This design comes from an exercise in tuning for small area and a short achievable clock period on the open sky130 flow, not from production work. Only simulation tests tie the RTL to the original design; equivalence was not proved. Power and IR drop assume default switching activity.

File: flow/config.mk
export PLATFORM = sky130hd
export DESIGN_NAME = mips_datapath
export DESIGN_NICKNAME = mips_datapath
export VERILOG_FILES = /design/flow/design.v
export SDC_FILE = /design/flow/constraint.sdc
export NUM_CORES = 4
export LEC_CHECK = 0
export CAP_MARGIN = 20
export CORE_MARGIN = 2
export CORE_UTILIZATION = 40
export SETUP_SLACK_MARGIN = 0.1
export SLEW_MARGIN = 20
File: flow/constraint.sdc
create_clock -name core_clock -period 6.0 [get_ports {clk}]
set_input_delay 1.2000 -clock core_clock [delete_from_list [all_inputs] [get_ports {clk}]]
set_output_delay 1.2000 -clock core_clock [all_outputs]
set_load 0.01 [all_outputs]
File: flow/design.v
`timescale 1ns/1ps
`default_nettype none
package mips_pkg;
  localparam int data_width     = 32;
  localparam int reg_addr_width = 5;
  typedef logic [data_width-1:0]     word_t;       
  typedef logic [reg_addr_width-1:0] reg_addr_t;   
  localparam reg_addr_t reg_ra_zero = '0;   
  typedef logic [3:0] alu_op_t;
  localparam alu_op_t alu_add  = 4'd0;
  localparam alu_op_t alu_sub  = 4'd1;
  localparam alu_op_t alu_and  = 4'd2;
  localparam alu_op_t alu_or   = 4'd3;
  localparam alu_op_t alu_xor  = 4'd4;
  localparam alu_op_t alu_nor  = 4'd5;
  localparam alu_op_t alu_slt  = 4'd6;   
  localparam alu_op_t alu_sltu = 4'd7;   
  localparam alu_op_t alu_sll  = 4'd8;
  localparam alu_op_t alu_srl  = 4'd9;
  localparam alu_op_t alu_sra  = 4'd10;
  typedef logic [1:0] mem_op_t;             
  localparam mem_op_t mem_ubyte = 2'b00;
  localparam mem_op_t mem_uhalf = 2'b01;
  localparam mem_op_t mem_sbyte = 2'b10;
  localparam mem_op_t mem_shalf = 2'b11;
  typedef logic [1:0] imm_ext_t;
  localparam imm_ext_t ext_sign = 2'd0;
  localparam imm_ext_t ext_zero = 2'd1;
  localparam imm_ext_t ext_swap = 2'd2;     
  typedef struct packed {
    logic [5:0] opcode;
    reg_addr_t  rs;
    reg_addr_t  rt;
    reg_addr_t  rd;
    logic [4:0] shamt;
    logic [5:0] funct;
  } inst_r_t;
  typedef struct packed {
    logic [5:0]  opcode;
    reg_addr_t   rs;
    reg_addr_t   rt;
    logic [15:0] imm;
  } inst_i_t;
  typedef union packed {
    inst_r_t r;
    inst_i_t i;
  } inst_t;
  typedef struct packed {
    logic     write_reg;     
    logic     write_mem;     
    logic     alu_or_mem;    
    logic     mem_partial;   
    mem_op_t  mem_op;
    logic     alu_src_b;     
    alu_op_t  alu_op;
    logic     reg_dst;       
    imm_ext_t imm_ext;
  } ctrl_t;
  typedef struct packed {
    logic    write_reg;
    logic    write_mem;
    logic    alu_or_mem;
    logic    mem_partial;
    mem_op_t mem_op;
  } mem_ctrl_t;
  typedef struct packed {
    mem_ctrl_t  mem;
    logic       alu_src_b;
    alu_op_t    alu_op;
    logic       reg_dst;
    word_t      a;        
    word_t      b;        
    reg_addr_t  rs;
    reg_addr_t  rt;
    reg_addr_t  rd;
    logic [4:0] shamt;
    word_t      imm;      
  } id_ex_t;
  typedef struct packed {
    mem_ctrl_t mem;
    word_t     result;       
    word_t     store_data;   
    reg_addr_t dst;
  } ex_mem_t;
  typedef struct packed {
    logic      write_reg;
    reg_addr_t dst;
    word_t     data;
  } wb_t;
endpackage
`default_nettype wire
`timescale 1ns/1ps
`default_nettype none
module alu (
  input  mips_pkg::alu_op_t op,
  input  mips_pkg::word_t   a,
  input  mips_pkg::word_t   b,
  input  logic [4:0]        shamt,
  output mips_pkg::word_t   result
);
  logic lt_signed;
  logic lt_unsigned;
  assign lt_signed   = $signed(a) < $signed(b);
  assign lt_unsigned = a < b;
  always_comb begin
    case (op)
      mips_pkg::alu_add:  result = a + b;
      mips_pkg::alu_sub:  result = a - b;
      mips_pkg::alu_and:  result = a & b;
      mips_pkg::alu_or:   result = a | b;
      mips_pkg::alu_xor:  result = a ^ b;
      mips_pkg::alu_nor:  result = ~(a | b);
      mips_pkg::alu_slt:  result = {31'd0, lt_signed};
      mips_pkg::alu_sltu: result = {31'd0, lt_unsigned};
      mips_pkg::alu_sll:  result = b << shamt;              
      mips_pkg::alu_srl:  result = b >> shamt;
      mips_pkg::alu_sra:  result = $signed(b) >>> shamt;    
      default:  result = '0;                      
    endcase
  end
endmodule
`default_nettype wire
`timescale 1ns/1ps
`default_nettype none
module regfile (
  input  logic                clk,
  input  mips_pkg::wb_t       wb,
  input  mips_pkg::reg_addr_t rd_addr_1,
  input  mips_pkg::reg_addr_t rd_addr_2,
  output mips_pkg::word_t     rd_data_1,
  output mips_pkg::word_t     rd_data_2
);
  mips_pkg::word_t regs [32];
  logic  wr_en;
  assign wr_en = wb.write_reg && (wb.dst != mips_pkg::reg_ra_zero);   
  always_ff @(posedge clk) begin
    if (wr_en) begin
      regs[wb.dst] <= wb.data;
    end
  end
  assign rd_data_1 = (rd_addr_1 == mips_pkg::reg_ra_zero)          ? '0      :
                     (wr_en && (wb.dst == rd_addr_1))    ? wb.data :
                                                           regs[rd_addr_1];
  assign rd_data_2 = (rd_addr_2 == mips_pkg::reg_ra_zero)          ? '0      :
                     (wr_en && (wb.dst == rd_addr_2))    ? wb.data :
                                                           regs[rd_addr_2];
endmodule
`default_nettype wire
`timescale 1ns/1ps
`default_nettype none
module fetch_stage (
  input  logic             clk,
  input  logic             rst_n,
  input  logic             run,
  input  logic             stall,
  output logic [29:0]      inst_mem_addr,
  input  mips_pkg::word_t  inst_mem_data,
  output mips_pkg::inst_t  inst_d
);
  logic [29:0] pc;        
  logic        advance;
  assign advance       = run && !stall;   
  assign inst_mem_addr = pc;
  always_ff @(posedge clk) begin
    if (!rst_n) begin
      pc <= '0;                     
    end else if (advance) begin
      pc <= pc + 30'd1;             
    end
  end
  always_ff @(posedge clk) begin
    if (!rst_n) begin
      inst_d <= '0;                 
    end else if (advance) begin
      inst_d <= inst_mem_data;
    end
  end
endmodule
`default_nettype wire
`timescale 1ns/1ps
`default_nettype none
module decode_stage (
  input  logic               clk,
  input  logic               rst_n,
  input  logic               run,
  input  mips_pkg::inst_t    inst_d,
  input  mips_pkg::ctrl_t    ctrl,
  output logic [5:0]         opcode,
  output logic [5:0]         fcode,
  input  mips_pkg::wb_t      wb,
  input  mips_pkg::ex_mem_t  ex_mem,
  output logic               stall,
  output mips_pkg::id_ex_t   id_ex
);
  mips_pkg::word_t  rd_data_1;
  mips_pkg::word_t  rd_data_2;
  mips_pkg::word_t  imm_ext;
  mips_pkg::id_ex_t id_ex_d;       
  logic   load_use;      
  assign opcode = inst_d.r.opcode;   
  assign fcode  = inst_d.r.funct;
  regfile rf_unit (
    .clk,
    .wb,
    .rd_addr_1 (inst_d.i.rs),
    .rd_addr_2 (inst_d.i.rt),
    .rd_data_1,
    .rd_data_2
  );
  always_comb begin
    case (ctrl.imm_ext)
      mips_pkg::ext_sign: imm_ext = {{16{inst_d.i.imm[15]}}, inst_d.i.imm};
      mips_pkg::ext_zero: imm_ext = {16'h0000, inst_d.i.imm};
      mips_pkg::ext_swap: imm_ext = {inst_d.i.imm, 16'h0000};   
      default:  imm_ext = {{16{inst_d.i.imm[15]}}, inst_d.i.imm};
    endcase
  end
  assign load_use = id_ex.mem.alu_or_mem && id_ex.mem.write_reg &&
                    ((id_ex.rt == inst_d.i.rs) || (id_ex.rt == inst_d.i.rt));
  assign stall    = run && load_use;   
  always_comb begin
    id_ex_d.mem.write_reg   = ctrl.write_reg;
    id_ex_d.mem.write_mem   = ctrl.write_mem;
    id_ex_d.mem.alu_or_mem  = ctrl.alu_or_mem;
    id_ex_d.mem.mem_partial = ctrl.mem_partial;
    id_ex_d.mem.mem_op      = ctrl.mem_op;
    id_ex_d.alu_src_b       = ctrl.alu_src_b;
    id_ex_d.alu_op          = ctrl.alu_op;
    id_ex_d.reg_dst         = ctrl.reg_dst;
    id_ex_d.a               = rd_data_1;
    id_ex_d.b               = rd_data_2;
    id_ex_d.rs              = inst_d.i.rs;
    id_ex_d.rt              = inst_d.i.rt;
    id_ex_d.rd              = inst_d.r.rd;
    id_ex_d.shamt           = inst_d.r.shamt;
    id_ex_d.imm             = imm_ext;
  end
  always_ff @(posedge clk) begin
    if (!rst_n) begin
      id_ex <= '0;                         
    end else if (run) begin
      id_ex <= stall ? '0 : id_ex_d;       
    end
  end
endmodule
`default_nettype wire
`timescale 1ns/1ps
`default_nettype none
module execute_stage (
  input  logic               clk,
  input  logic               rst_n,
  input  logic               run,
  input  mips_pkg::id_ex_t   id_ex,
  input  mips_pkg::wb_t      wb,
  output mips_pkg::ex_mem_t  ex_mem
);
  mips_pkg::word_t     src_a;        
  mips_pkg::word_t     src_b;        
  mips_pkg::word_t     alu_b;
  mips_pkg::word_t     alu_result;
  mips_pkg::reg_addr_t dst;
  mips_pkg::ex_mem_t   ex_mem_d;
  always_comb begin
    if (id_ex.rs == mips_pkg::reg_ra_zero) begin
      src_a = id_ex.a;                             
    end else if (ex_mem.mem.write_reg && (ex_mem.dst == id_ex.rs)) begin
      src_a = ex_mem.result;
    end else if (wb.write_reg && (wb.dst == id_ex.rs)) begin
      src_a = wb.data;
    end else begin
      src_a = id_ex.a;
    end
  end
  always_comb begin
    if (id_ex.rt == mips_pkg::reg_ra_zero) begin
      src_b = id_ex.b;                             
    end else if (ex_mem.mem.write_reg && (ex_mem.dst == id_ex.rt)) begin
      src_b = ex_mem.result;
    end else if (wb.write_reg && (wb.dst == id_ex.rt)) begin
      src_b = wb.data;
    end else begin
      src_b = id_ex.b;
    end
  end
  assign alu_b = id_ex.alu_src_b ? id_ex.imm : src_b;   
  assign dst   = id_ex.reg_dst ? id_ex.rd : id_ex.rt;   
  alu alu_unit (
    .op     (id_ex.alu_op),
    .a      (src_a),
    .b      (alu_b),
    .shamt  (id_ex.shamt),
    .result (alu_result)
  );
  always_comb begin
    ex_mem_d.mem        = id_ex.mem;
    ex_mem_d.result     = alu_result;
    ex_mem_d.store_data = src_b;
    ex_mem_d.dst        = dst;
  end
  always_ff @(posedge clk) begin
    if (!rst_n) begin
      ex_mem <= '0;            
    end else if (run) begin
      ex_mem <= ex_mem_d;
    end
  end
endmodule
`default_nettype wire
`timescale 1ns/1ps
`default_nettype none
module memory_stage (
  input  logic               clk,
  input  logic               rst_n,
  input  logic               run,
  input  mips_pkg::ex_mem_t  ex_mem,
  output logic               data_mem_we,
  output logic [3:0]         data_mem_be,
  output logic [29:0]        data_mem_addr,
  output mips_pkg::word_t    data_mem_wdata,
  input  mips_pkg::word_t    data_mem_rdata,
  output mips_pkg::wb_t      wb
);
  logic [1:0]  lo_addr;      
  logic [7:0]  load_byte;
  logic [15:0] load_half;
  mips_pkg::word_t       load_data;
  logic        wb_write_reg;
  logic        wb_from_mem;
  mips_pkg::reg_addr_t   wb_dst;
  mips_pkg::word_t       wb_alu;
  mips_pkg::word_t       wb_load;
  assign lo_addr       = ex_mem.result[1:0];
  assign data_mem_we   = run && ex_mem.mem.write_mem;   
  assign data_mem_addr = ex_mem.result[31:2];
  always_comb begin
    data_mem_be    = 4'b1111;                       
    data_mem_wdata = ex_mem.store_data;
    if (ex_mem.mem.mem_partial) begin
      case (ex_mem.mem.mem_op)
        mips_pkg::mem_ubyte, mips_pkg::mem_sbyte: begin
          data_mem_be    = 4'b0001 << lo_addr;      
          data_mem_wdata = {4{ex_mem.store_data[7:0]}};
        end
        mips_pkg::mem_uhalf, mips_pkg::mem_shalf: begin
          data_mem_be    = lo_addr[1] ? 4'b1100 : 4'b0011;
          data_mem_wdata = {2{ex_mem.store_data[15:0]}};
        end
      endcase
    end
  end
  assign load_byte = data_mem_rdata[8*lo_addr +: 8];
  assign load_half = lo_addr[1] ? data_mem_rdata[31:16] : data_mem_rdata[15:0];
  always_comb begin
    load_data = data_mem_rdata;                     
    if (ex_mem.mem.mem_partial) begin
      case (ex_mem.mem.mem_op)
        mips_pkg::mem_ubyte: load_data = {24'd0, load_byte};
        mips_pkg::mem_uhalf: load_data = {16'd0, load_half};
        mips_pkg::mem_sbyte: load_data = {{24{load_byte[7]}}, load_byte};
        mips_pkg::mem_shalf: load_data = {{16{load_half[15]}}, load_half};
      endcase
    end
  end
  always_ff @(posedge clk) begin
    if (!rst_n) begin
      wb_write_reg <= 1'b0;
      wb_from_mem  <= 1'b0;
    end else if (run) begin
      wb_write_reg <= ex_mem.mem.write_reg;
      wb_from_mem  <= ex_mem.mem.alu_or_mem;
    end
  end
  always_ff @(posedge clk) begin
    if (run) begin
      wb_dst  <= ex_mem.dst;
      wb_alu  <= ex_mem.result;
      wb_load <= load_data;
    end
  end
  assign wb.write_reg = wb_write_reg;
  assign wb.dst       = wb_dst;
  assign wb.data      = wb_from_mem ? wb_load : wb_alu;   
endmodule
`default_nettype wire
`timescale 1ns/1ps
`default_nettype none
module mips_datapath (
  input  logic             clk,
  input  logic             rst_n,
  input  logic             run,
  output logic [29:0]      inst_mem_addr,
  input  logic [31:0]      inst_mem_data,
  output logic [5:0]       opcode,
  output logic [5:0]       fcode,
  input  logic [13:0]      ctrl,
  output logic             data_mem_we,
  output logic [3:0]       data_mem_be,
  output logic [29:0]      data_mem_addr,
  output logic [31:0]      data_mem_wdata,
  input  logic [31:0]      data_mem_rdata
);
  mips_pkg::inst_t   inst_d;    
  logic    stall;     
  mips_pkg::id_ex_t  id_ex;     
  mips_pkg::ex_mem_t ex_mem;    
  mips_pkg::wb_t     wb;        
  fetch_stage fetch_unit (
    .clk, .rst_n, .run, .stall,
    .inst_mem_addr, .inst_mem_data, .inst_d
  );
  decode_stage decode_unit (
    .clk, .rst_n, .run, .inst_d, .ctrl,
    .opcode, .fcode, .wb, .ex_mem, .stall, .id_ex
  );
  execute_stage execute_unit (
    .clk, .rst_n, .run, .id_ex, .wb, .ex_mem
  );
  memory_stage memory_unit (
    .clk, .rst_n, .run, .ex_mem,
    .data_mem_we, .data_mem_be, .data_mem_addr, .data_mem_wdata, .data_mem_rdata,
    .wb
  );
endmodule
`default_nettype wire
File: flow/run.sh
#!/bin/bash
# synth_recipe.tcl (not shown) runs the flow's synth.tcl, then flattens the netlist and writes it again
# the make line also repeats each setting of config.mk as NAME=value (left out here)
make -C /OpenROAD-flow-scripts/flow DESIGN_CONFIG=/design/flow/config.mk WORK_HOME=/design/flow/orfs CLKGATE_MAP_FILE= SYNTH_SCRIPT=/design/flow/synth_recipe.tcl finish
==> results.txt <==
through the flow:
step / hold slack, ns / total power, mW / instance area [um^2] / std cells / utilization
3_5_place_dp: 0.465 / 14.7 / 78900 / 7618 / 0.432
6_report: 0.477 / 24.2 / 84000 / 7898 / 0.460
2_1_floorplan: 0.406 / 13.1 / 73500 / 5269 / -
5_1_grt: 0.493 / 24.9 / 84000 / 7895 / 0.460
3_3_place_gp: 0.465 / 14.7 / 78900 / 7618 / 0.432
4_1_cts: 0.478 / 24.2 / 84000 / 7893 / 0.460
placed cells by master (no fill, tap or decap), drive strengths merged, types with 32 or more instances in the layout:
cell type / n
clkbuf: 182
nor3: 53
clkinv: 63
nand3: 34
nor2b: 195
inv: 160
buf: 240
mux2i: 187
nand2: 209
o21ai: 173
o211ai: 39
a21oi: 296
nor2: 381
dfxtp: 277
edfxtp: 1093
ha: 104
mux4: 679
and2: 63
o22ai: 77
a221oi: 41
conb: 32
xnor2: 62
clkdlybuf4s50: 187
a21o: 51
a22oi: 113
a211oi: 32
mux2: 55
where the power goes:
group | internal [mW] | total, mW | switching, mW
clock network | 5.62 | 9.63 | 4.01
logic | 1.47 | 3.77 | 2.30
registers | 10.5 | 10.8 | 0.287
total | 17.6 | 24.2 | 6.60
cells by family after synthesis:
group                    Yosys count  share of synthesized area
multiplexers                     921                      0.242
XOR/XNOR                          82                    0.00979
AO/OA/AOI/OAI                   1094                      0.102
buffers and inverters            620                     0.0350
flip-flops                      1370                      0.523
AND/OR/NAND/NOR                 1044                     0.0688
adder cells (fa/ha/maj)          106                     0.0183
other                              1                  0.0000511
worst register-to-register path: stages (launching register included):
cell and delay, ns:
edfxtp_1 0.54, xor2_1 0.21, nor4_1 0.25, and3_1 0.25, nor2b_2 0.17, buf_4 0.25
buf_4 0.28, a22oi_1 0.10, nor2_1 0.13, a21o_1 0.29, ha_1 0.39, and3_1 0.22
a31oi_1 0.16, o21ai_0 0.19, a2111oi_2 0.61, o31ai_1 0.26, and2_1 0.22, nor2_1 0.08
a21oi_1 0.05, a2111oi_0 0.45, o311a_1 0.27, a31oi_1 0.09
per-layer routing:
layer / vias to the layer above / GRT usage
met5: - / 0
met4: 2 / 0.152
met3: 620 / 0.0506
met2: 2777 / 0.464
met1: 26456 / 0.387
li1: 21101 / -
what timing repair did:
item	in CTS	in global routing
gates resized for setup	1	8
endpoints found under the setup margin	2	9
hold buffers	0	0
layout make-up:
type | instances | area [um^2] | share of cell area
Sequential cell | 1370 | 38400 | 0.457
Clock inverter | 93 | 998 | 0.0119
Antenna cell | 5 | 12.5 | 0.000149
Multi-Input combinational cell | 3279 | 32900 | 0.392
Inverter | 157 | 594 | 0.00707
Tap cell | 2385 | 2980 | 0.0355
Timing Repair Buffer | 427 | 4010 | 0.0477
Clock buffer | 182 | 4100 | 0.0488
final timing paths:
| kind | start | end | slack, ns | cells past startpoint |
|---|---|---|---|---|
| setup / recovery | memory_unit.wb_dst[1] | execute_unit.ex_mem[61] | 0.41 | 21 |
| hold / removal | execute_unit.ex_mem[27] | execute_unit.ex_mem[27] | 0.48 | 2 |
| setup reg to reg | memory_unit.wb_dst[1] | execute_unit.ex_mem[61] | 0.41 | 21 |
| hold reg to reg | execute_unit.ex_mem[27] | execute_unit.ex_mem[27] | 0.48 | 2 |
==> metrics.csv <==
metric,value,unit
crit_path_max_fanout,17,
ant_nets,0,
core,0.183,mm^2
synth_edf_count,1093,
routabilityCongestion,1.02,
crit_chain,xor2_1 > nor4_1 > and3_1 > nor2b_2 > buf_4 > buf_4 > a22oi_1 > nor2_1 > a21o_1 > ha_1 > and3_1 > a31oi_1 > o21ai_0 > a2111oi_2 > o31ai_1 > and2_1 > nor2_1 > a21oi_1 > a2111oi_0 > o311a_1 > a31oi_1,
wl_met1,107,mm
grt_pass1_vias,50491,
grt_max_degree,213,
route.met3.wl,23.0,mm
wl_met2,130,mm
endpoint_kind,register,
highest_layer,met5,
num-fill-cells,16049,
worst_slack,0.407,ns
antenna_found_initial,12,
vias_per_cell,6.45,
postSynthAreaPerCell,14.0,um^2
drc_errors,0,
cts_tree,done,
ir_drop,327,uV
skew,0.0343,ns
areaGrowthSynthToFinish,14.5,%
clk_pin_slew,0.06,ns
ys_seq_area_frac,0.523,
hold_class,register to register,
max_slew_margin,0.188,
timing.setup.critical_path_class,register to register,
dpl.hpwl,185,mm
row_count,157,
start_util,0.401,
largest_reg_flops,1024,
start_kind,register,
fmax,0.179,GHz
p_leak,27.4,nW
required,6.66,ns
synth.distinct_cells,99,
cts_buffer_depth,3,
clkLatencyLatePin,0.81,ns
yosysMostFrequentCell,edfxtp_1,
yosys.area.top_type_share,0.447,
cts.sinks,1370,
critPathTopFamily,compound AO/OA/AOI/OAI gates,
worst_slew_pin_slew,1.21,ns
synth_ff_type,edfxtp_1,
synth_area_leader_cell,edfxtp_1,
slowest_delay,0.61,ns
grt_pass1_wl,388,mm
top_regs,"decode_unit.rf_unit.regs: 1024 flops, decode_unit.id_ex: 128 flops, execute_unit.ex_mem: 75 flops",
drtPass1Iterations,6,
cts_setup_buffers,0,
path_buf_inv,2,
die_y,432,um
nets,5573,
cp_data_arrival_time,6.25,ns
numCtsBuffers,151,
slew_violations,0,
outcome,finished clean,
htree_num_levels,4,
report.final.setup_viol,0,
maxCapViolCount,0,
cpMaxStageDelayCell,a2111oi_2,
clockRootBuffer,clkbuf_16,
track_usage,0.293,
place.port_buffers,189,
ys_ff_latch,1370,
period_needed,5.59,ns
grt_overflow,0,
rsz0062_at_grt,no,
die_w,432,um
wl,277,mm
syn_inst,5238,
die-area,0.187,mm^2
postSynth.asyncResetShare,0,
dr.first_iter.drc_count,6379,
synth_common_cells,"edfxtp_1, mux4_2, nor2_1, clkbuf_1, a21oi_1",
route.vias.total,50956,
finalSetupTns,0,ns
synth_warnings,6,
regMostFlops,decode_unit.rf_unit.regs,
hold_viol_final,0,
drive_gt1_frac,0.244,
routedWlPerCell,35.0,um
power_density,288,mW/mm^2
timing.final.crit_share,0.932,
dp_slack,0.0912,ns
synth_area_leaders,"edfxtp_1, mux4_2, dfxtp_1, mux2i_1, a21oi_1",
ios,190,
netlist_area,0.0733,mm^2

## re-timing with driven ports
Ports are ideal in the flow. The routed layout listed here was re-timed in OpenROAD. Step 1 (the two cells are an assumption about what drives the block):
set clk [get_ports {clk}]
set_driving_cell -lib_cell sky130_fd_sc_hd__clkbuf_16 $clk
set_driving_cell -lib_cell sky130_fd_sc_hd__buf_2 [delete_from_list [all_inputs] $clk]
Step 2 adds t to the input delays and takes it off the output delays; t is the mean of the earliest and latest rising clock arrival at the registers after step 1. Input paths then give back, and output paths get back, about the clock's delay inside the block. a / b / c = ideal / step 1 / step 2; a / b = the first two.
t (ns): 0.885
setup slack, ns: 0.407 / 0.407 / 0.407
pins driven straight from the clock port: 1
After both steps this run still meets setup and hold. The setup slack of this run moves by 0.000 ns with the drivers and by 0.000 ns with both steps.
